What follows belongs to an exercise in optimizing a design on an open flow for small area, a short achievable clock period and few clock cycles per item; a production flow would make more cautious choices.
In this exercise RTL edits were held to simulation tests only and were not proved equivalent to the original.

==> design.v <==
module siso_maxlog #(
  parameter int W      = 8,
  parameter int AW     = 12,
  parameter int N      = 64,
  parameter int ADDR_W = $clog2(N)
) (
  input  logic                 clk_p_i,
  input  logic                 reset_n_i,
  input  logic                 in_valid_i,
  output logic                 in_ready_o,
  input  logic signed [W-1:0]  sys_i,
  input  logic signed [W-1:0]  par_i,
  input  logic signed [W-1:0]  apr_i,
  output logic                 out_valid_o,
  input  logic                 out_ready_i,
  output logic signed [W-1:0]  ext_o,
  output logic [ADDR_W-1:0]    out_idx_o,
  output logic                 out_last_o,
  output logic                 busy_o
);
  localparam int MW = 13;                       
  typedef logic signed [MW-1:0] m_t;           
  typedef logic signed [11:0]   d_t;           
  function automatic logic ge(input m_t a, input m_t b);
    m_t d;
    d  = a - b;
    ge = ~d[MW-1];
  endfunction
  function automatic m_t s8(input logic [7:0] v);   s8  = {{5{v[7]}}, v};  endfunction
  function automatic m_t s9(input logic [8:0] v);   s9  = {{4{v[8]}}, v};  endfunction
  function automatic m_t s10(input logic [9:0] v);  s10 = {{3{v[9]}}, v};  endfunction
  function automatic m_t s12(input logic [11:0] v); s12 = {v[11], v};      endfunction
  function automatic m_t mx(input m_t a, input m_t b);
    if (ge(a, b)) mx = a;
    else          mx = b;
  endfunction
  localparam int FW = 12;
  typedef logic signed [FW-1:0] f_t;
  function automatic f_t fmx(input f_t a, input f_t b);
    f_t d;
    d = a - b;
    if (!d[FW-1]) fmx = a;
    else          fmx = b;
  endfunction
  function automatic logic [4*FW-1:0] fwd(input logic [4*FW-1:0] a, input logic [8:0] l9, input logic [7:0] p8, input logic [9:0] lp10);
    f_t a0, a1, a2, a3, l, p, lp;
    a0 = a[0*FW +: FW]; a1 = a[1*FW +: FW]; a2 = a[2*FW +: FW]; a3 = a[3*FW +: FW];
    l  = {{3{l9[8]}}, l9};
    p  = {{4{p8[7]}}, p8};
    lp = {{2{lp10[9]}}, lp10};
    fwd[0*FW +: FW] = fmx(a0,      a1 + lp);
    fwd[1*FW +: FW] = fmx(a2 + l,  a3 + p);
    fwd[2*FW +: FW] = fmx(a0 + lp, a1);
    fwd[3*FW +: FW] = fmx(a2 + p,  a3 + l);
  endfunction
  function automatic logic [35:0] nrm(input logic [4*FW-1:0] a);
    f_t t1, t2, t3;
    t1 = a[1*FW +: FW] - a[0*FW +: FW];
    t2 = a[2*FW +: FW] - a[0*FW +: FW];
    t3 = a[3*FW +: FW] - a[0*FW +: FW];
    nrm = {t3, t2, t1};
  endfunction
  function automatic logic [4*FW-1:0] unnrm(input logic [35:0] d);
    unnrm = {d, {FW{1'b0}}};
  endfunction
  function automatic logic [32:0] pk(input logic [35:0] d);
    pk = {d[34:24], d[22:12], d[10:0]};
  endfunction
  function automatic logic [35:0] upk(input logic [32:0] v);
    upk = {v[32], v[32:22], v[21], v[21:11], v[10], v[10:0]};
  endfunction
  localparam logic [35:0] INIT_N = {12'hc00, 12'hc00, 12'hc00};    
  logic        in_rdy;
  logic        ir_v, sk_v;
  logic [23:0] ir_d;
  logic [16:0] ir_x, sk_d;          
  logic        f_take;             
  logic [16:0] f_d;                 
  logic        f_av;
  logic in_rdy_q;                  
  logic started;                   
  assign in_rdy_q   = started && !(ir_v && sk_v);
  assign in_ready_o = in_rdy;
  assign f_av = sk_v | ir_v;
  assign ir_x = {ir_d[15:8], {ir_d[7], ir_d[7:0]} + {ir_d[23], ir_d[23:16]}};    
  assign f_d  = sk_v ? sk_d : ir_x;
  logic ir_v_n, sk_v_n;
  always_comb begin
    sk_v_n = sk_v;
    if (sk_v) begin
      if (f_take) sk_v_n = ir_v;
    end else begin
      if (ir_v && !f_take) sk_v_n = 1'b1;
    end
    if (in_rdy_q) ir_v_n = in_valid_i;
    else        ir_v_n = ir_v && !(f_take && sk_v);    
  end
  always_ff @(posedge clk_p_i or negedge reset_n_i) begin
    if (!reset_n_i) begin
      in_rdy <= 1'b0;
      started <= 1'b0;
      ir_v   <= 1'b0;
      sk_v   <= 1'b0;
    end else begin
      ir_v   <= ir_v_n;
      sk_v   <= sk_v_n;
      in_rdy <= !(ir_v_n && sk_v_n);
      started <= 1'b1;
    end
  end
  always_ff @(posedge clk_p_i) begin
    if (in_rdy_q) ir_d <= {sys_i, par_i, apr_i};
    if ((sk_v && f_take) || (!sk_v && !f_take)) sk_d <= ir_x;
  end
  logic [16:0] ram0 [24];          
  logic [16:0] ram1 [24];          
  logic [16:0] ram2 [16];          
  logic [5:0]  ram_wa, ram_ra, ram_rb;
  logic [16:0] ram_qa, ram_qb;
  function automatic logic [1:0] bnk(input logic [2:0] ss);
    case (ss)
      3'd0, 3'd3, 3'd6: bnk = 2'd0;
      3'd1, 3'd4, 3'd7: bnk = 2'd1;
      default:          bnk = 2'd2;
    endcase
  endfunction
  function automatic logic [1:0] bhi(input logic [2:0] ss);
    case (ss)
      3'd0, 3'd1, 3'd2: bhi = 2'd0;
      3'd3, 3'd4, 3'd5: bhi = 2'd1;
      default:          bhi = 2'd2;
    endcase
  endfunction
  logic       pf, pb;              
  logic [5:0] fm;                  
  logic [5:0] kb;                  
  logic       b_act, pend;
  logic       b_issue, f_last, b_done;
  logic [2:0] used;                
  logic       pop;
  assign b_issue = b_act && (used != 3'd4);
  assign b_done  = b_issue && (kb == 6'd63);
  assign f_take  = f_av && !pend && (!b_act || (fm < kb) || ((fm == kb) && b_issue));
  assign f_last  = f_take && (fm == 6'd63);
  logic [5:0] kb_n;
  logic       pb_n, b_act_n, pend_n;
  always_comb begin
    kb_n    = kb;
    pb_n    = pb;
    b_act_n = b_act;
    pend_n  = pend;
    if (b_act) begin
      if (b_issue) kb_n = kb + 6'd1;
      if (b_done) begin
        pb_n = !pb;
        if (pend || f_last) pend_n  = 1'b0;
        else                b_act_n = 1'b0;
      end else if (f_last) begin
        pend_n = 1'b1;
      end
    end else if (pend || f_last) begin
      b_act_n = 1'b1;
      kb_n    = '0;
      pend_n  = 1'b0;
    end
  end
  always_ff @(posedge clk_p_i or negedge reset_n_i) begin
    if (!reset_n_i) begin
      pf    <= 1'b0;
      pb    <= 1'b0;
      fm    <= '0;
      kb    <= '0;
      b_act <= 1'b0;
      pend  <= 1'b0;
    end else begin
      if (f_take) begin
        fm <= fm + 6'd1;
        if (fm == 6'd63) pf <= !pf;
      end
      kb    <= kb_n;
      pb    <= pb_n;
      b_act <= b_act_n;
      pend  <= pend_n;
    end
  end
  logic [8:0]  f_lsa;
  logic [9:0]  f_lp;
  assign f_lsa = f_d[8:0];
  assign f_lp  = {f_lsa[8], f_lsa} + {{2{f_d[16]}}, f_d[16:9]};       
  assign ram_wa = pf ? ~fm : fm;
  logic [1:0] wbk, rbk_a, rbk_b;
  logic [4:0] wli, rli_a, rli_b, rl0, rl1, rl2;
  assign wbk   = bnk(ram_wa[5:3]);
  assign wli   = {bhi(ram_wa[5:3]), ram_wa[2:0]};
  always_ff @(posedge clk_p_i) begin
    if (f_take && wbk == 2'd0) ram0[wli] <= f_d;
    if (f_take && wbk == 2'd1) ram1[wli] <= f_d;
    if (f_take && wbk == 2'd2) ram2[wli[3:0]] <= f_d;
  end
  logic [16:0] rq0, rq1, rq2;
  logic [1:0]  rbk_a_r, rbk_b_r;
  logic [4:0]  rl0_r, rl1_r, rl2_r;
  assign rbk_a = bnk(ram_ra[5:3]);
  assign rbk_b = bnk(ram_rb[5:3]);
  assign rli_a = {bhi(ram_ra[5:3]), ram_ra[2:0]};
  assign rli_b = {bhi(ram_rb[5:3]), ram_rb[2:0]};
  assign rl0 = (rbk_b == 2'd0) ? rli_b : rli_a;
  assign rl1 = (rbk_b == 2'd1) ? rli_b : rli_a;
  assign rl2 = (rbk_b == 2'd2) ? rli_b : rli_a;
  always_ff @(posedge clk_p_i) begin
    rbk_a_r <= rbk_a;
    rbk_b_r <= rbk_b;
    rl0_r   <= rl0;
    rl1_r   <= rl1;
    rl2_r   <= rl2;
  end
  always_comb begin
    rq0 = '0; rq1 = '0; rq2 = '0;
    for (int i = 0; i < 24; i++) begin
      rq0 = rq0 | (ram0[i] & {17{rl0_r == 5'(i)}});
      rq1 = rq1 | (ram1[i] & {17{rl1_r == 5'(i)}});
    end
    for (int i = 0; i < 16; i++) rq2 = rq2 | (ram2[i] & {17{rl2_r[3:0] == 4'(i)}});
  end
  assign ram_qa = (rbk_a_r == 2'd0) ? rq0 : (rbk_a_r == 2'd1) ? rq1 : rq2;
  assign ram_qb = (rbk_b_r == 2'd0) ? rq0 : (rbk_b_r == 2'd1) ? rq1 : rq2;
  logic        f1_v, f1_p;
  logic [5:0]  f1_m;
  logic [8:0]  f1_lsa;
  logic [7:0]  f1_par;
  logic [9:0]  f1_lp;
  logic [4*FW-1:0] alpha1;
  logic [35:0] alpha1_n;
  always_ff @(posedge clk_p_i or negedge reset_n_i) begin
    if (!reset_n_i) f1_v <= 1'b0;
    else            f1_v <= f_take;
  end
  always_ff @(posedge clk_p_i) begin
    f1_m   <= fm;
    f1_p   <= pf;
    f1_lsa <= f_lsa;
    f1_par <= f_d[16:9];
    f1_lp  <= f_lp;
  end
  always_ff @(posedge clk_p_i) begin
    if (f1_v && f1_m != 6'd63)
      alpha1 <= fwd((f1_m == 6'd0) ? unnrm(INIT_N) : alpha1,
                    f1_lsa, f1_par, f1_lp);
  end
  assign alpha1_n = nrm(alpha1);
  logic [32:0] ck [6];
  logic [2:0]  ck_wa;
  logic        ck_we;
  assign ck_we = f1_v && (f1_m[2:0] == 3'd0) && (f1_m[5:3] != 3'd0) && (f1_m[5:3] != 3'd7);
  assign ck_wa = f1_p ? (3'd6 - f1_m[5:3]) : (f1_m[5:3] - 3'd1);
  always_ff @(posedge clk_p_i) begin
    if (ck_we) ck[ck_wa] <= pk(alpha1_n);
  end
  logic [32:0] ab [8];
  logic        ab_we;
  logic [2:0]  ab_wa;
  logic [32:0] ab_wd;
  logic [35:0] a2_n;
  assign a2_n = nrm(alpha2);
  logic [5:0] b_e;                 
  logic [2:0] b_c, b_j;            
  logic [2:0] ab_ra;
  assign b_e   = ~kb;
  assign b_c   = kb[2:0];
  assign b_j   = ~kb[5:3];
  logic [2:0] ab_ra_r;
  logic       kb0_r;
  always_ff @(posedge clk_p_i) begin
    ab_ra_r <= kb_n[3] ? ~kb_n[2:0] : kb_n[2:0];
    kb0_r   <= (kb_n == 6'd0);
  end
  assign ram_rb = pb_n ? kb_n : ~kb_n;
  logic [32:0] ab_q;
  logic [35:0] ab_u;
  logic        e1_r;                 
  always_ff @(posedge clk_p_i) e1_r <= (kb_n == 6'd62);
  always_comb begin
    ab_q = '0;
    for (int i = 0; i < 8; i++) ab_q = ab_q | (ab[i] & {33{ab_ra_r == 3'(i)}});
    ab_u = upk(ab_q);
    if (e1_r) begin
      ab_u[35:34] = {ab_q[32], ab_q[32]} - 2'd1;
      ab_u[11:10] = {ab_q[10], ab_q[10]} - 2'd1;
    end
  end
  logic        b1_v, b1_first;
  logic [8:0]  b1_lsa;
  logic [7:0]  b1_par;
  logic [9:0]  b1_lp;
  logic [35:0] b1_al;
  always_ff @(posedge clk_p_i or negedge reset_n_i) begin
    if (!reset_n_i) b1_v <= 1'b0;
    else            b1_v <= b_issue;
  end
  always_ff @(posedge clk_p_i) begin
    b1_first <= kb0_r;
    b1_lsa   <= ram_qb[8:0];
    b1_par   <= ram_qb[16:9];
    b1_lp    <= {ram_qb[8], ram_qb[8:0]} + {{2{ram_qb[16]}}, ram_qb[16:9]};
    b1_al    <= kb0_r ? alpha1_n : ab_u;
  end
  logic [4*FW-1:0] alpha2;
  logic [8:0]  ra_lsa;
  logic [7:0]  ra_par;
  logic [9:0]  ra_lp;
  logic [5:0]  ra_el;
  logic        ra_p;
  logic [35:0] ld_val;
  logic [2:0]  ld_ck;              
  logic        ld_p;
  logic [2:0] nb_c, nb_j;
  assign nb_c = kb_n[2:0];
  assign nb_j = ~kb_n[5:3];
  always_comb begin
    ra_el = {nb_j - 3'd1, 3'd0} + {3'd0, nb_c} + 6'd1;
    ra_p  = pb_n;
    ld_ck = nb_j - 3'd2;
    ld_p  = pb_n;
    if (!b_act_n || (nb_c == 3'd7)) begin
      if (!b_act_n || nb_j == 3'd0) begin
        ra_el = 6'd48;
        ra_p  = b_act_n ? !pb_n : pb_n;
        ld_ck = 3'd6;
        ld_p  = b_act_n ? !pb_n : pb_n;
      end else begin
        ra_el = {nb_j - 3'd2, 3'd0};
      end
    end
  end
  assign ram_ra = ra_p ? ~ra_el : ra_el;
  logic [2:0] ld_slot_r;
  logic       ld_init_r;
  always_ff @(posedge clk_p_i) begin
    ld_slot_r <= ld_p ? (3'd6 - ld_ck) : (ld_ck - 3'd1);
    ld_init_r <= (ld_ck == 3'd0);
  end
  logic [32:0] ck_q;
  always_comb begin
    ck_q = '0;
    for (int i = 0; i < 6; i++) ck_q = ck_q | (ck[i] & {33{ld_slot_r == 3'(i)}});
  end
  assign ld_val  = ld_init_r ? INIT_N : upk(ck_q);
  logic a2_upd;
  assign a2_upd = !b_act || b_issue;
  always_ff @(posedge clk_p_i) begin
    if (a2_upd) begin
      ra_lsa <= ram_qa[8:0];
      ra_par <= ram_qa[16:9];
      ra_lp  <= {ram_qa[8], ram_qa[8:0]} + {{2{ram_qa[16]}}, ram_qa[16:9]};
      if (!b_act || b_c == 3'd7) alpha2 <= unnrm(ld_val);
      else alpha2 <= fwd(alpha2, ra_lsa, ra_par, ra_lp);
    end
  end
  logic f1_abw;
  assign f1_abw = f1_v && (f1_m[5:3] == 3'd7) && (f1_m[2:0] != 3'd7);
  always_comb begin
    if (f1_abw) begin
      ab_we = 1'b1;
      ab_wa = ~f1_m[2:0];
      ab_wd = pk(alpha1_n);
    end else begin
      ab_we = b_issue && (b_j != 3'd0);
      ab_wa = b_j[0] ? b_c : ~b_c;           
      ab_wd = pk(a2_n);
      if (b_j == 3'd1 && b_c == 3'd1) begin    
        ab_wd[32] = !a2_n[34];
        ab_wd[10] = !a2_n[10];
      end
    end
  end
  always_ff @(posedge clk_p_i) begin
    if (ab_we) ab[ab_wa] <= ab_wd;
  end
  logic [4*MW-1:0] beta;
  m_t bi0, bi1, bi2, bi3, gl, gp, glp;
  m_t bg00, bg01, bg10, bg11, bg20, bg21, bg30, bg31;
  m_t a1, a2, a3;
  m_t c00, c01, c10, c11, c20, c21, c30, c31;
  logic        b2_v;
  logic [8:0]  b2_lsa;
  m_t p1a, p1b, p0a, p0b;
  always_comb begin
    bi0 = b1_first ? '0 : beta[0*MW +: MW];
    bi1 = b1_first ? '0 : beta[1*MW +: MW];
    bi2 = b1_first ? '0 : beta[2*MW +: MW];
    bi3 = b1_first ? '0 : beta[3*MW +: MW];
    gl  = s9(b1_lsa);
    gp  = s8(b1_par);
    glp = s10(b1_lp);
    bg00 = bi0;        bg01 = bi2 + glp;
    bg10 = bi2;        bg11 = bi0 + glp;
    bg20 = bi3 + gp;   bg21 = bi1 + gl;
    bg30 = bi1 + gp;   bg31 = bi3 + gl;
    a1 = s12(b1_al[11:0]);
    a2 = s12(b1_al[23:12]);
    a3 = s12(b1_al[35:24]);
    c00 = bg00;        c01 = bg01;
    c10 = a1 + bg10;   c11 = a1 + bg11;
    c20 = a2 + bg20;   c21 = a2 + bg21;
    c30 = a3 + bg30;   c31 = a3 + bg31;
  end
  always_ff @(posedge clk_p_i) begin
    if (b1_v) beta <= {mx(bg30, bg31), mx(bg20, bg21), mx(bg10, bg11), mx(bg00, bg01)};
  end
  always_ff @(posedge clk_p_i or negedge reset_n_i) begin
    if (!reset_n_i) b2_v <= 1'b0;
    else            b2_v <= b1_v;
  end
  always_ff @(posedge clk_p_i) begin
    b2_lsa <= b1_lsa;
    p1a    <= mx(c01, c11);
    p1b    <= mx(c21, c31);
    p0a    <= mx(c00, c10);
    p0b    <= mx(c20, c30);
  end
  m_t   m1, m0, x;
  logic [7:0] r_ext;
  always_comb begin
    m1 = mx(p1a, p1b);
    m0 = mx(p0a, p0b);
    x  = m1 - m0 - s9(b2_lsa);
    if (!x[MW-1] && (x[MW-2:7] != '0))     r_ext = 8'h7f;
    else if (x[MW-1] && (x[MW-2:7] != '1)) r_ext = 8'h80;
    else                                   r_ext = x[7:0];
  end
  logic        ov;                 
  logic        ov_i;               
  logic [7:0]  oh;                 
  logic [5:0]  oidx;               
  logic        olast;
  logic [7:0]  q [3];
  logic [1:0]  q_rp, q_wp, q_n;
  logic [7:0]  r_ent;
  logic        head_free;
  assign r_ent = r_ext;
  assign pop   = ov_i && out_ready_i;
  logic [2:0] used_p, used_np;
  assign used_np = b_issue ? used + 3'd1 : used;
  assign used_p  = b_issue ? used : used - 3'd1;
  assign head_free = !ov_i || out_ready_i;
  always_ff @(posedge clk_p_i or negedge reset_n_i) begin
    if (!reset_n_i) begin
      ov   <= 1'b0;
      ov_i <= 1'b0;
      q_rp <= '0;
      q_wp <= '0;
      q_n  <= '0;
      used <= '0;
    end else begin
      ov_i <= !head_free || (q_n != 2'd0) || b2_v;
      used <= (out_ready_i && ov_i) ? used_p : used_np;      
      if (head_free) begin
        if (q_n != 2'd0) begin
          ov   <= 1'b1;
          q_rp <= (q_rp == 2'd2) ? 2'd0 : q_rp + 2'd1;
          if (b2_v) q_wp <= (q_wp == 2'd2) ? 2'd0 : q_wp + 2'd1;
          else      q_n  <= q_n - 2'd1;
        end else begin
          ov <= b2_v;
        end
      end else if (b2_v) begin
        q_wp <= (q_wp == 2'd2) ? 2'd0 : q_wp + 2'd1;
        q_n  <= q_n + 2'd1;
      end
    end
  end
  always_ff @(posedge clk_p_i) begin
    if (head_free) oh <= (q_n != 2'd0) ? q[q_rp] : r_ent;
    if (b2_v) q[q_wp] <= r_ent;           
  end
  assign out_valid_o = ov;
  assign ext_o       = oh;
  assign out_idx_o   = oidx;
  assign out_last_o  = olast;
  always_ff @(posedge clk_p_i) begin
    if (used == 3'd0) begin
      oidx  <= b_act ? ~kb : 6'd63;
      olast <= b_act && (kb == 6'd63);
    end else if (pop) begin
      oidx  <= oidx - 6'd1;
      olast <= (oidx == 6'd1);
    end
  end
  logic [5:0] in_cnt;
  logic [7:0] owed;
  logic       bsy;
  logic       acc;
  logic [5:0] in_cnt_n;
  logic [7:0] owed_n;
  assign acc = in_valid_i && in_rdy_q;
  always_comb begin
    in_cnt_n = in_cnt + {5'd0, acc};
    owed_n   = owed;
    if (acc && in_cnt == 6'd63) owed_n = pop ? owed + 8'd63 : owed + 8'd64;
    else if (pop)               owed_n = owed - 8'd1;
  end
  always_ff @(posedge clk_p_i or negedge reset_n_i) begin
    if (!reset_n_i) begin
      in_cnt <= '0;
      owed   <= '0;
      bsy    <= 1'b0;
    end else begin
      in_cnt <= in_cnt_n;
      owed   <= owed_n;
      bsy    <= (acc ? (in_cnt != 6'd63) : (in_cnt != 6'd0)) ||
                (acc && in_cnt == 6'd63) || (pop ? (owed != 8'd1) : (owed != 8'd0));
    end
  end
  assign busy_o = bsy;
endmodule
==> flow/run.sh <==
#!/bin/bash
# Layout: the standard flow (standard synthesis, floorplan, placement, CTS, routing) with two
# changes to how cells are chosen and placed; neither changes the design, its registers, its
# clock tree rules or its constraints.
# * The port buffers are sky130_fd_sc_hd__buf_4 instead of the cell buffer_ports picks by default.
#   Every port still gets its own buffer.
# * Before detailed placement, flow/pre_dp.tcl moves each output port's buffer next to the cell
#   that drives it; detailed placement then legalizes as usual.
# The full output of the flow goes to flow_standard.log; ORFS keeps each step's log under orfs/logs.
set -euo pipefail
bash standard.sh "BUFFER_PORTS_ARGS=-buffer_cell sky130_fd_sc_hd__buf_4" \
  "PRE_DETAIL_PLACE_TCL=$PWD/flow/pre_dp.tcl" finish > flow_standard.log 2>&1
==> flow/pre_dp.tcl <==
# Runs before detailed placement (ORFS PRE_DETAIL_PLACE_TCL hook). Each output port has its own
# buffer; place that buffer next to the cell that drives it, so that the strong port buffer,
# rather than the driving register, drives the wire to the pin. Detailed placement then
# legalizes the cells as usual.
set block [ord::get_db_block]
foreach bterm [$block getBTerms] {
  if {[$bterm getIoType] != "OUTPUT"} { continue }
  set pnet [$bterm getNet]
  if {$pnet == "NULL"} { continue }
  foreach it [$pnet getITerms] {
    if {![$it isOutputSignal]} { continue }
    set buf [$it getInst]
    foreach bi [$buf getITerms] {
      if {![$bi isInputSignal]} { continue }
      set n2 [$bi getNet]
      if {$n2 == "NULL"} { continue }
      foreach it2 [$n2 getITerms] {
        if {![$it2 isOutputSignal]} { continue }
        set drv [$it2 getInst]
        set loc [$drv getLocation]
        puts "pre_dp: [$buf getName] to [$drv getName] at $loc"
        $buf setLocation [lindex $loc 0] [lindex $loc 1]
      }
    }
  }
}
==> standard.sh <==
#!/bin/bash
# synth_recipe.tcl (not shown) runs the flow's synth.tcl, then flattens the netlist and writes it again
# the make line also repeats each setting of config.mk as NAME=value (left out here)
make -C /OpenROAD-flow-scripts/flow DESIGN_CONFIG=/design/flow/config.mk WORK_HOME=/design/flow/orfs CLKGATE_MAP_FILE= SYNTH_SCRIPT=/design/flow/synth_recipe.tcl "${@:-finish}"
==> config.mk <==
export PLATFORM = sky130hd
export DESIGN_NAME = siso_maxlog
export DESIGN_NICKNAME = siso_maxlog
export VERILOG_FILES = /design/flow/design.v
export SDC_FILE = /design/flow/constraint.sdc
export NUM_CORES = 4
export LEC_CHECK = 0
export CAP_MARGIN = 10
export CORE_MARGIN = 2
export CORE_UTILIZATION = 40
export CTS_CLUSTER_DIAMETER = 80
export CTS_CLUSTER_SIZE = 30
export SLEW_MARGIN = 10
==> constraint.sdc <==
create_clock -name core_clock -period 28.0 [get_ports {clk_p_i}]
set_input_delay 5.6000 -clock core_clock [delete_from_list [all_inputs] [get_ports {clk_p_i}]]
set_output_delay 5.6000 -clock core_clock [all_outputs]
set_load 0.01 [all_outputs]
==> notes.md <==
cell type report:
| cell class | instances | area share |
|---|---|---|
| clock buffers | 118 | 0.0251 |
| repair buffers | 254 | 0.0179 |
| inverters | 422 | 0.0149 |
| multi-input cells | 4579 | 0.338 |
| flip-flops and latches | 2040 | 0.557 |
| well taps | 3185 | 0.0375 |
| diodes | 2 | 0.0000471 |
| clock inverters | 67 | 0.00950 |
cell usage after synthesis (18+ instances only):
cell	number	area [µm²]
edfxtp_1	1805	54200
ha_1	614	7680
nor2_1	477	1790
a22oi_1	473	3550
inv_1	419	1570
a21oi_1	334	1670
xnor2_1	299	2620
nand2_1	271	1020
clkbuf_1	199	747
o21ai_0	195	976
dfxtp_1	186	3720
mux2i_1	170	1700
mux2_2	148	1670
a21o_1	120	901
xor2_1	119	1040
nand3_1	117	586
a221oi_1	105	920
nor2b_1	100	626
nor3_1	97	485
a22o_1	95	832
nand4_1	92	576
o21bai_1	84	631
nand2b_1	83	519
o21a_1	57	428
a31oi_1	51	319
dfrtp_1	49	1230
fa_1	47	941
a21boi_0	34	255
and2_1	34	213
mux4_2	28	631
a211oi_1	27	203
or3_1	23	144
and3_1	22	138
a221o_1	20	200
or2_2	20	125
buf_2	18	90.1
o211ai_1	18	135
o31ai_1	18	135
metrics by stage:
step	cell area (µm²)	utilization	instances
after floorplan	97100	-	7274
after detailed placement	103000	0.426	10480
after CTS	106000	0.441	10665
final	106000	0.441	10667
after global routing	106000	0.441	10667
after global placement	103000	0.426	10480
logic make-up (layout without fill, tap and decap cells):
family / after synthesis / count (layout) / synth area share
and+or+nand+nor: 1386 / 1386 / 0.0678
muxes: 354 / 354 / 0.0424
DFF: 2040 / 2040 / 0.609
xor gates and xnor gates: 428 / 428 / 0.0400
other: 1 / 3 / 0.0000386
AOI/OAI and AO/OA: 1748 / 1748 / 0.126
buffers and inverters: 655 / 861 / 0.0258
adders and majority gates: 662 / 662 / 0.0889
routing by layer:
metal	track usage	vias to the layer above	share of wire	wire length [µm]
li1	-	27913	-	-
met1	0.306	31318	0.42	120000
met2	0.385	2216	0.48	139000
met3	0.0309	395	0.066	19000
met4	0.0691	4	0.033	9370
met5	0	-	0.00012	34
registers in the layout, summed over array words and instances, names as in the netlist, 10 cells and up:
name and count:
ab 264, alpha1 48, alpha2 48, b1_al 36, b1_lp 10, beta 52
ck 198, f1_lp 10, ir_d 24, p0a 13, p0b 13, p1a 13
p1b 13, q 24, ra_lp 10, ram0 408, ram1 408, ram2 272
sk_d 17
worst paths after layout:
path | startpoint | end | cells past startpoint
setup / recovery | oidx[4]$_DFFE_PP_ | out_idx_o[4] | 1
hold / removal | b1_lsa[4]$_DFF_P_ | b2_lsa[4]$_DFF_P_ | 0
setup reg to reg | b1_first$_DFF_P_ | p1b[0]$_DFF_P_ | 23
hold reg to reg | b1_lsa[4]$_DFF_P_ | b2_lsa[4]$_DFF_P_ | 0
max in group asynchronous | reset_n_i | b1_v$_DFF_PN0_ | 1
min in group asynchronous | reset_n_i | ov_i$_DFF_PN0_ | 1
==> impl_metrics.py <==
metrics = {
    "sta": {
        "relSlewSlack": 0.115,
        "worstMarginPinSlew_ns": 1.32,
        "setup_slack_ns": 20.94,
        "period_share": 0.252,
        "grt_setup_unrepaired": "false",
        "clock_skew_ns": 0.0710,
        "drv_slew": 0,
        "hold_slack_ns": 0.414,
        "hold_viol_final": 0,
        "period_needed_ns": 7.06,
        "fmax_mhz": 142,
        "setup_viol": 0,
        "fin_setup_tns_ns": 0,
    },
    "floorplanning": {
        "start_util": 0.403,
        "core_um2": 241000,
        "dieArea_um2": 247000,
        "io_pins": 46,
        "num_rows": 180,
        "die_y_um": 497,
        "dieWidth_um": 497,
    },
    "cts": {
        "clk_pin_slew_ns": 0.10,
        "cts_tree": "done",
        "root_buffer": "clkbuf_16",
        "cts.repair.resized": 0,
        "h-tree-depth": 3,
        "holdBufCountCts": 0,
        "ctsLongestPathBuffers": 3,
        "clkSinkCount": 2040,
        "cts_setup_buffers": 0,
        "cts_inserted_buffers": 102,
        "clk_latency_ns": 0.82,
    },
    "setup_path": {
        "critPathTopFamily": "flip-flops",
        "critPathArrivalTime_ns": 1.46,
        "end_kind": "output pin",
        "max_stage_delay_ns": 0.46,
        "critical_path_class": "reg2out",
        "required_ns": 22.40,
        "rrSetupSlack_ns": 21.16,
        "cp-start-kind": "register",
        "critPathMaxFanout": 4,
        "slowest_stage": "edfxtp_1",
        "path_buf_inv": 1,
        "worstPathCellList": "buf_4",
    },
    "drt": {
        "via_per_inst": 5.80,
        "dr.pass1.iters": 6,
        "drt-initial-drc-count": 6052,
        "drt-total-wl_um": 287000,
        "wl_per_cell_um": 26.9,
        "drc": 0,
        "ant_nets": 0,
        "route.vias.total": 61846,
    },
    "layout": {
        "layout_common_cells": "edfxtp_1 (1805), ha_1 (614), a22oi_1 (473), inv_1 (416), nor2_1 (415)",
        "syn_to_final_growth_pct": 9.43,
        "drive_above_1_share": 0.104,
        "multi_input_area_um2": 36000,
        "regArea_um2": 59200,
        "n_fill_cell": 21633,
        "final_common_cell": "edfxtp_1",
        "nNetsFinal": 8088,
    },
    "synth": {
        "yosys.cell_types.count": 98,
        "synth_nets": 7963,
        "synthFlopType": "edfxtp_1",
        "syn_inst": 7274,
        "ys_seq_area_frac": 0.609,
        "syn_area_per_cell_um2": 13.4,
        "synth-edff-count": 1805,
        "synth_area_um2": 97100,
        "async_flop_share": 0.0240,
        "synth_warnings": 1,
        "ys_ff_latch": 2040,
    },
    "flow_run": {
        "cap_violations": 0,
    },
    "placement": {
        "pre_cts_ws_ns": 20.28,
        "place_hpwl_um": 191000,
        "gpl.final_weighted_congestion": 0.869,
        "io_buffers": 45,
    },
    "global_routing": {
        "grt-ovfl-total": 0,
        "grt_max_degree": 67,
        "grt_pass1_wl_um": 415000,
        "antenna_found_initial": 8,
        "grt_pass1_vias": 60767,
        "grt_use_total": 0.228,
    },
    "min_path": {
        "hold_path.class": "reg2reg",
    },
    "outcome": {
        "status": "timing/DRC/antenna clean",
    },
}
Testbench counts, summed over its fixed seeds: cycles 8,736, items 8,192.

## re-timing with driven ports
In the flow no input, the clock included, has a driving cell. The finished layout below was timed again as built, in two steps.
Step 1: set_driving_cell puts a clkbuf_16 on clk_p_i and a buf_2 on each other input, an assumption about the parent block.
Step 2 moves the port delays by t, midway between the first and last clock arrival at a register: inputs arrive t later, outputs are due t later. That takes back most of the time a late clock gives input paths.
a / b / c = ideal ports / drivers / drivers and shift; a / b = the first two.
t, ns: 0.883
slack for setup (ns): 20.941 / 20.848 / 20.281
worst setup path after step 2: input to register
worst register clock-pin slew, ns: 0.12 / 0.12
pins driven straight from the clock port: 1
After both steps this run still meets setup and hold. The setup slack of this run moves by -0.093 ns with the drivers and by -0.660 ns with both steps.
